This is an optimization exercise on Yosys and OpenROAD, whose aim is small area, a short achievable clock period and few clock cycles, not a production implementation. In this exercise RTL edits were held to simulation tests only and were not proved equivalent to the original.

==> exp/willow: inputs <==
==> flow/design.v (excerpt) <==
module unet_dec (
    input  logic        clk,
    input  logic        rst,
    input  logic        wb_cyc,
    input  logic        wb_stb,
    input  logic        wb_we,
    input  logic [8:0]  wb_adr,
    input  logic [15:0] wb_dat_w,
    output logic        wb_ack,
    output logic [15:0] wb_dat_r
);
clock: 8.0 ns
lec_check: 0
cap_margin: 20
core_margin: 2
core_utilization: 55
cts_cluster_diameter: 80
cts_cluster_size: 24
setup_slack_margin: 3.6
slew_margin: 20
run.sh (not shown) runs the stock make flow with config.mk's settings and CLKGATE_MAP_FILE= SYNTH_SCRIPT=/design/flow/synth_recipe.tcl, a recipe that flattens the netlist after the stock synthesis.
==> inputs of exp/indigo, as changes to exp/willow <==
--- a/flow/design.v
+++ b/flow/design.v
@@ -2750,21 +2750,20 @@
     assign mid[222] = a867;
     assign mid[223] = a952;
 endmodule
 module mac_neg (
     input  logic [14:0] e0,
     input  logic [14:0] e1,
     input  logic [14:0] e2,
     input  logic [14:0] e3,
-    input  logic [11:0] nsa,
     input  logic [11:0] nsb,
     output logic [12:0] neg
 );
-    assign neg = 13'({nsa[11], nsa} + {nsb[11], nsb} + (13'(e0[2]) << 0) + (13'(e0[5]) << 2) + (13'(e0[8]) << 4) + (13'(e0[11]) << 6) + (13'(e0[14]) << 8) + (13'(e1[2]) << 0) + (13'(e1[5]) << 2) + (13'(e1[8]) << 4) + (13'(e1[11]) << 6) + (13'(e1[14]) << 8) + (13'(e2[2]) << 0) + (13'(e2[5]) << 2) + (13'(e2[8]) << 4) + (13'(e2[11]) << 6) + (13'(e2[14]) << 8) + (13'(e3[2]) << 0) + (13'(e3[5]) << 2) + (13'(e3[8]) << 4) + (13'(e3[11]) << 6) + (13'(e3[14]) << 8));
+    assign neg = 13'({nsb[11], nsb} + (13'(e0[2]) << 0) + (13'(e0[5]) << 2) + (13'(e0[8]) << 4) + (13'(e0[11]) << 6) + (13'(e0[14]) << 8) + (13'(e1[2]) << 0) + (13'(e1[5]) << 2) + (13'(e1[8]) << 4) + (13'(e1[11]) << 6) + (13'(e1[14]) << 8) + (13'(e2[2]) << 0) + (13'(e2[5]) << 2) + (13'(e2[8]) << 4) + (13'(e2[11]) << 6) + (13'(e2[14]) << 8) + (13'(e3[2]) << 0) + (13'(e3[5]) << 2) + (13'(e3[8]) << 4) + (13'(e3[11]) << 6) + (13'(e3[14]) << 8));
 endmodule
 module mac_m2 (
     input  logic [223:0] mid,
     input  logic [12:0] neg,
     output logic [28:0] s,
     output logic [28:0] c
 );
     wire b1 = mid[0];
@@ -3633,40 +3632,41 @@
             k       <= '0;
             v1      <= 1'b0;
             last1_r <= 1'b0;
             v2      <= 1'b0;
             last2_r <= 1'b0;
             inj_r   <= 1'b0;
             last3_r <= 1'b0;
         end else begin
-            busy <= busy_n;
-            done <= done_n;
             if (start) begin
+                busy <= 1'b1;
+                done <= 1'b0;
                 pend <= 1'b1;
             end
             if (launch) begin
                 pend <= 1'b0;
                 run  <= 1'b1;
                 k    <= '0;
             end else if (run) begin
                 k <= k + 7'd1;
                 if (k == 7'd127) run <= 1'b0;
             end
             v1      <= run;
             last1_r <= run && k == 7'd127;
             v2      <= v1;
             last2_r <= v1 && last1_r;
             inj_r   <= v2 && ch2_r;
             last3_r <= v2 && last2_r;
+            if (last3_r) begin
+                busy <= 1'b0;
+                done <= 1'b1;
+            end
         end
     end
-    logic busy_n, done_n;
-    assign busy_n = last3_r ? 1'b0 : (start ? 1'b1 : busy);
-    assign done_n = last3_r ? 1'b1 : (start ? 1'b0 : done);
     logic [6:0] un;           
     logic [2:0] rn, cn;
     logic       chn;
     logic       r_top, r_bot, c_lft, c_rgt;    
     always_ff @(posedge clk) begin
         logic [6:0] u;
         u      = t - 7'd16;
         un    <= u;
@@ -3675,17 +3675,17 @@
         c_lft <= u[3:1] == 3'd0;
         c_rgt <= u[3:1] == 3'd7;
     end
     assign rn  = un[6:4];
     assign cn  = un[3:1];
     assign chn = un[0];
     logic [11:0]        ws [2][9];   
     logic [14:0]        we [2][4];   
-    logic [11:0]        nsb [2][2];  
+    logic [11:0]        nsb [2];     
     logic [15:0]        xb [4];      
     logic [3:0] xi [4];
     always_ff @(posedge clk) begin
         logic [6:0] uf;
         logic [2:0] rf, cf;
         logic [4:0] e0;
         int r0, c0;
         uf = t - 7'd16;               
@@ -3715,37 +3715,34 @@
             booth[3 * i + 1] = (hi & !mid & !lo) | (!hi & mid & lo);
             booth[3 * i + 2] = hi;
         end
     endfunction
     always_ff @(posedge clk) begin
         logic signed [7:0]  wx [3][3];
         logic [7:0]         wsel;
         logic signed [9:0]  es;
-        logic signed [11:0] ns [2];
+        logic signed [11:0] ns;
         logic               gr, gc;
         int                 a, b;
         for (int tr = 0; tr < 2; tr++) begin
-            ns[0] = chn ? 12'sd0 : {{4{bias[tr][7]}}, bias[tr]};
-            ns[1] = 12'sd0;
+            ns = chn ? 12'sd0 : {{4{bias[tr][7]}}, bias[tr]};
             for (int kh = 0; kh < 3; kh++) begin
                 for (int kw = 0; kw < 3; kw++) begin
                     logic ok;
                     ok = !(kh == 0 && r_top) && !(kh == 2 && r_bot) &&
                          !(kw == 0 && c_lft) && !(kw == 2 && c_rgt);
                     wsel = tr == 0 ? wp1[18 * tr + 9 + kh * 3 + kw] : wp0[18 * tr + 9 + kh * 3 + kw];
                     wsel = ok ? wsel : 8'd0;
                     ws[tr][kh * 3 + kw] <= 12'(booth({{2{wsel[7]}}, wsel}, 4));
-                    ns[(kh * 3 + kw) / 5] = ns[(kh * 3 + kw) / 5] +
-                                            12'({wsel[7], 1'b0, wsel[5], 1'b0, wsel[3], 1'b0, wsel[1]});
+                    ns = ns + 12'({wsel[7], 1'b0, wsel[5], 1'b0, wsel[3], 1'b0, wsel[1]});
                     wx[kh][kw] = tr == 0 ? wp1[18 * tr + kh * 3 + kw] : wp0[18 * tr + kh * 3 + kw];
                 end
             end
-            nsb[tr][0] <= ns[0];
-            nsb[tr][1] <= ns[1];
+            nsb[tr] <= ns;
             for (int dr = 0; dr < 2; dr++) begin
                 for (int dc = 0; dc < 2; dc++) begin
                     logic ok;
                     a  = 2 * dr;
                     b  = 2 * dc;
                     gr = (dr == 0) ? rn[0] : !rn[0];
                     gc = (dc == 0) ? cn[0] : !cn[0];
                     es = 10'(wx[a][b]) + (gr ? 10'(wx[1][b]) : 10'sd0) +
@@ -3778,17 +3775,17 @@
             .f3(sr[20]), .w3(ws[tr][3]), .f4(sr[18]), .w4(ws[tr][4]), .f5(sr[16]), .w5(ws[tr][5]),
             .f6(sr[4]),  .w6(ws[tr][6]), .f7(sr[2]),  .w7(ws[tr][7]), .f8(sr[0]),  .w8(ws[tr][8]),
             .x0(xb[0]), .e0(we[tr][0]), .x1(xb[1]), .e1(we[tr][1]),
             .x2(xb[2]), .e2(we[tr][2]), .x3(xb[3]), .e3(we[tr][3]),
             .mid(mid)
         );
         mac_neg u_neg (
             .e0(we[tr][0]), .e1(we[tr][1]), .e2(we[tr][2]), .e3(we[tr][3]),
-            .nsa(nsb[tr][0]), .nsb(nsb[tr][1]), .neg(neg)
+            .nsb(nsb[tr]), .neg(neg)
         );
         always_ff @(posedge clk) begin
             mid_r <= mid;
             neg_r <= neg;
         end
         mac_m2 u_m2 (
             .mid(mid_r), .neg(neg_r), .s(ms), .c(mc)
         );
@@ -3895,32 +3892,23 @@
         end else begin
             pv    <= pv || !follow;
             pok   <= pst || pv || !follow;
             chain <= 1'b0;
             ep    <= ep + 7'd1;
             eg    <= eg + 7'd1;
         end
     end
-    logic pst_n;
-    always_comb begin
-        if (wr_ack)                       pst_n = 1'b1;
-        else if (rd_hit)                  pst_n = pst && !done;
-        else if (rd_req && wb_adr != pa)  pst_n = wb_adr == ADR_STATUS;
-        else                              pst_n = pst;
-    end
     always_ff @(posedge clk) begin
-        if (pst_n) begin
-            pd <= {14'd0, done_n, busy_n};
-        end else if (rd_hit == follow) begin
+        if (rd_hit == follow) begin
             pd <= fd;
         end
     end
     assign wb_ack   = wr_ack || rd_hit;
-    assign wb_dat_r = pd;
+    assign wb_dat_r = pst ? {14'd0, done, busy} : pd;
 endmodule
 `timescale 1ns/1ps
 module unet_dec (
     input  logic        clk,
     input  logic        rst,
     input  logic        wb_cyc,
     input  logic        wb_stb,
     input  logic        wb_we,
==> flow/config.mk (replaced) <==
export PLATFORM = sky130hd
export DESIGN_NAME = unet_dec
export DESIGN_NICKNAME = unet_dec
export VERILOG_FILES = /design/flow/design.v
export SDC_FILE = /design/flow/constraint.sdc
export NUM_CORES = 4
export LEC_CHECK = 0
export CAP_MARGIN = 20
export CORE_MARGIN = 2
export CORE_UTILIZATION = 60
export CTS_CLUSTER_DIAMETER = 80
export CTS_CLUSTER_SIZE = 24
export SETUP_SLACK_MARGIN = 3.8
export SLEW_MARGIN = 20
==> inputs of exp/lagoon, as changes to exp/willow <==
--- a/flow/design.v
+++ b/flow/design.v
@@ -3521,16 +3521,17 @@
     logic        wq_v;        
     logic [1:0]  wq_m;        
     logic [6:0]  wq_a;        
     logic [15:0] wq_d;
     logic [6:0]  wq_ent;      
     logic        wq_go;       
     logic        wq_al;       
     logic        wok;         
+    logic        wokn_o;      
     assign wq_go  = wq_v && wq_al;
     function automatic logic [6:0] wadr(input int j, input int m);
         int tr, ks, k;
         tr = j / 18;
         ks = (j % 18) / 9;
         k  = j % 9;
         wadr = 7'(((2 * ks + m) * 9 + k) * 2 + (m == 0 ? tr : 1 - tr));
     endfunction
@@ -3558,21 +3559,23 @@
             wq_v <= 1'b0;
         end
     end
     always_ff @(posedge clk or posedge rst) begin
         logic [6:0] na;
         logic       nm, nv;
         if (rst) begin
             wok <= 1'b1;
+            wokn_o <= !(1'b1);
         end else begin
             nv = (wr_req && is_q && wr_ok) || (wq_v && !wq_go);
             na = (wr_req && is_q && wr_ok) ? (is_x ? {2'b00, wb_adr[4:0]} : wb_adr[6:0]) : wq_a;
             nm = (wr_req && is_q && wr_ok) ? is_wk : wq_m[1];
             wok <= !nv || (nm ? !(t[0] ^ na[0]) : ((t + 7'd2 - na) & 7'd7) == 7'd0);
+            wokn_o <= !(!nv || (nm ? !(t[0] ^ na[0]) : ((t + 7'd2 - na) & 7'd7) == 7'd0));
         end
     end
     always_ff @(posedge clk) begin
         logic [6:0] na;
         logic       nm;
         if (wr_req && is_q && wr_ok) begin
             na = is_x ? {2'b00, wb_adr[4:0]} : wb_adr[6:0];
             nm = is_wk;
@@ -3820,106 +3823,169 @@
         end
     end
     logic [8:0]  pa;          
     logic        pv;          
     logic        chain;       
     logic [15:0] pd;
     logic        pst;         
     logic        pok;         
+    logic [8:0]  pan_o;       
+    logic        pokn_o;      
     logic        need;        
     logic        pout;        
     logic [6:0]  ep, eg;
     logic [8:0]  ga;          
     logic        gout;        
     logic        follow;
-    logic [6:0]  fi;
     logic [15:0] fd;
     always_comb begin
         if (pst)       ga = done ? OUT_BASE : ADR_STATUS;
         else if (pout) ga = pa + 9'd1;
         else           ga = pa;
     end
     assign gout   = pst ? done : (pout && pa[6:0] != 7'h7f);
-    assign follow = chain || pst;
-    assign fi     = follow ? eg : ep;
-    assign fd     = (follow ? gout : pout) ? orr[fi] : 16'd0;
+    always_comb begin
+        fd = 16'd0;
+        for (int i = 0; i < 128; i++) begin
+            if (fh[i / 16] && fl[i % 16]) fd = fd | orr[i];
+        end
+    end
     assign rd_hit = rd_req && pok && wb_adr == pa;
     function automatic logic [6:0] next_guess_ent(input logic [8:0] x, input logic [6:0] e,
                                                  input logic [6:0] tn);
         if (x[5:0] != 6'h3f) next_guess_ent = e - 7'd1;    
         else                 next_guess_ent = tn - 7'd1;   
     endfunction
     always_ff @(posedge clk or posedge rst) begin
         if (rst) begin
             pa    <= ADR_STATUS;
+            pan_o <= ~(ADR_STATUS);
             pst   <= 1'b1;
             pok   <= 1'b1;
+            pokn_o <= !(1'b1);
             pout  <= 1'b0;
             pv    <= 1'b0;
             need  <= 1'b0;
             chain <= 1'b0;
             ep    <= '0;
             eg    <= 7'd1;
         end else if (wr_ack) begin
             pa    <= ADR_STATUS;
+            pan_o <= ~(ADR_STATUS);
             pst   <= 1'b1;
             pok   <= 1'b1;
+            pokn_o <= !(1'b1);
             need  <= 1'b0;
             pout  <= 1'b0;
             chain <= 1'b0;
             eg    <= t + 7'd1;
         end else if (rd_hit) begin
             pa    <= ga;
+            pan_o <= ~(ga);
             pst   <= pst && !done;
             pok   <= (pst && !done) || follow;
+            pokn_o <= !((pst && !done) || follow);
             pout  <= gout;
             pv    <= follow;
             chain <= follow;
             ep    <= eg + 7'd1;
             eg    <= (pst && !done) ? t + 7'd1 : next_guess_ent(ga, eg, t + 7'd1);
             need  <= 1'b0;
         end else if (rd_req && wb_adr != pa) begin
             pa    <= wb_adr;
+            pan_o <= ~(wb_adr);
             pst   <= wb_adr == ADR_STATUS;
             pok   <= wb_adr == ADR_STATUS;
+            pokn_o <= !(wb_adr == ADR_STATUS);
             pout  <= wb_adr[8:7] == 2'b11;
             pv    <= 1'b0;
             chain <= 1'b0;
             eg    <= t + 7'd1;         
             need  <= 1'b1;
         end else if (need) begin
             logic [6:0] q;
             q      = {pa[5:0], pa[6]};
             ep    <= t + 7'd1 - q;
             eg    <= pst ? t + 7'd1 : next_guess_ent(pa, t - q, t + 7'd1);
             need  <= 1'b0;
         end else begin
             pv    <= pv || !follow;
             pok   <= pst || pv || !follow;
+            pokn_o <= !(pst || pv || !follow);
             chain <= 1'b0;
             ep    <= ep + 7'd1;
             eg    <= eg + 7'd1;
         end
     end
+    logic       follow_n, fo_n;
+    logic [6:0] fi_n;
+    always_comb begin
+        follow_n = follow;
+        fi_n     = 7'd0;
+        fo_n     = 1'b0;
+        if (wr_ack) begin
+            follow_n = 1'b1;
+            fi_n = t + 7'd1;
+            fo_n = done_n;
+        end else if (rd_hit) begin
+            if (pst && !done) begin
+                fi_n = t + 7'd1;
+                fo_n = done_n;
+            end else if (follow) begin
+                fi_n = next_guess_ent(ga, eg, t + 7'd1);
+                fo_n = gout && ga[6:0] != 7'h7f;
+            end else begin
+                fi_n = eg + 7'd1;
+                fo_n = gout;
+            end
+        end else if (rd_req && wb_adr != pa) begin
+            follow_n = wb_adr == ADR_STATUS;
+            fi_n = t + 7'd1;
+            fo_n = (wb_adr == ADR_STATUS) && done_n;
+        end else if (need) begin
+            logic [6:0] q;
+            q       = {pa[5:0], pa[6]};
+            follow_n = pst;
+            fi_n = pst ? t + 7'd1 : t + 7'd1 - q;
+            fo_n = pst ? done_n : pout;
+        end else begin
+            follow_n = pst;
+            fi_n = pst ? eg + 7'd1 : ep + 7'd1;
+            fo_n = pst ? done_n : pout;
+        end
+    end
+    logic [7:0]  fh;
+    logic [15:0] fl;
+    always_ff @(posedge clk or posedge rst) begin
+        if (rst) begin
+            follow <= 1'b1;
+            fh     <= '0;
+            fl     <= '0;
+        end else begin
+            follow <= follow_n;
+            fh     <= fo_n ? (8'd1 << fi_n[6:4]) : 8'd0;
+            fl     <= 16'd1 << fi_n[3:0];
+        end
+    end
     logic pst_n;
     always_comb begin
         if (wr_ack)                       pst_n = 1'b1;
         else if (rd_hit)                  pst_n = pst && !done;
         else if (rd_req && wb_adr != pa)  pst_n = wb_adr == ADR_STATUS;
         else                              pst_n = pst;
     end
     always_ff @(posedge clk) begin
         if (pst_n) begin
             pd <= {14'd0, done_n, busy_n};
         end else if (rd_hit == follow) begin
             pd <= fd;
         end
     end
-    assign wb_ack   = wr_ack || rd_hit;
+    assign wb_ack   = (wr_req && !wokn_o) || (rd_req && !pokn_o && wb_adr == ~pan_o);
     assign wb_dat_r = pd;
 endmodule
 `timescale 1ns/1ps
 module unet_dec (
     input  logic        clk,
     input  logic        rst,
     input  logic        wb_cyc,
     input  logic        wb_stb,
==> flow/config.mk (replaced) <==
export PLATFORM = sky130hd
export DESIGN_NAME = unet_dec
export DESIGN_NICKNAME = unet_dec
export VERILOG_FILES = /design/flow/design.v
export SDC_FILE = /design/flow/constraint.sdc
export NUM_CORES = 4
export LEC_CHECK = 0
export CAP_MARGIN = 30
export CORE_MARGIN = 2
export CORE_UTILIZATION = 55
export CTS_CLUSTER_DIAMETER = 80
export CTS_CLUSTER_SIZE = 24
export SETUP_SLACK_MARGIN = 3.9
export SLEW_MARGIN = 20
==> impl_metrics.toml <==
[pwr]
vdd_ir_drop_max_mv = 0.256
p_sw_mw = 20.4

[global_route]
grt_max_degree = 56
gr-usage-all-layers = 0.484

[yosys]
yosysTopAreaCellShare = 0.490

[flow_run]
maxCapViolCount = 1

[run_status]
status = "failed layout checks"
so.violations = "capacitance limit"

[final_layout]
multiInputGateArea_sq_um = 115000
fin_nets = 23475

[setup_path]
cpMaxStageDelayCell = "fa_2"
critPathLaunch = "u_top.r_top"

[floorplan]
die_area_sq_um = 432000
Source of the figures above: exp/indigo

==> impl_metrics.toml <==
[yosys]
yosysTopAreaCellShare = 0.489
synth_area_leader_cell = "dfxtp_1"

[floorplan]
die_area_sq_um = 474000

[global_route]
gr-usage-all-layers = 0.469

[run_status]
status = "no timing/DRC/antenna violations"

[pwr]
vdd_ir_drop_max_mv = 0.276
p_sw_mw = 19.8

[final_layout]
multiInputGateArea_sq_um = 116000

[setup_path]
critPathLaunch = "u_top.sr[32][5]"
cpMaxStageDelayCell = "fa_2"
Source of the figures above: exp/lagoon

==> impl_metrics.toml <==
[pwr]
vdd_ir_drop_max_mv = 0.328
p_sw_mw = 22.6

[run_status]
status = "no timing/DRC/antenna violations"

[setup_path]
cpMaxStageDelayCell = "nor4_4"
critPathLaunch = "wb_adr[2]"

[final_layout]
fin_nets = 23783

[global_route]
grt_max_degree = 61

[flow_run]
maxCapViolCount = 0

[floorplan]
die_area_sq_um = 475000
Source of the figures above: exp/willow

Testbench counts of exp/willow, summed over its fixed seeds: cycles 11,928.
Testbench counts of exp/indigo, summed over its fixed seeds: cycles 11,928.
Testbench counts of exp/lagoon, summed over its fixed seeds: cycles 11,928.

==> re-timing with driven ports <==
In the flow no input, the clock included, has a driving cell. The finished layouts below were timed again as built, in two steps. Step 1 assumes that a clkbuf_16 drives the clock port and a buf_2 every other input. Step 2 moves the port delays by t, midway between the first and last clock arrival at a register: inputs arrive t later, outputs are due t later. That takes back most of the time a late clock gives input paths. Three values: ideal ports, drivers, drivers and shift; two values: the first two.
| run | t, ns | slack for setup (ns) | hold WS [ns] | slew at the worst register clock pin (ns) |
|---|---|---|---|---|
| exp/willow | 1.173 | 3.338 / 3.182 / 2.146 | 0.255 / 0.255 / 0.255 | 0.11 / 0.11 |
| exp/indigo | 1.118 | 3.279 / 3.185 / 3.139 | 0.303 / 0.303 / 0.303 | 0.11 / 0.11 |
| exp/lagoon | 1.181 | 3.651 / 3.651 / 3.383 | 0.287 / 0.287 / 0.287 | 0.10 / 0.10 |
The setup slack of exp/willow, which loses most, moves by -0.156 ns with the drivers and by -1.192 ns with both steps.
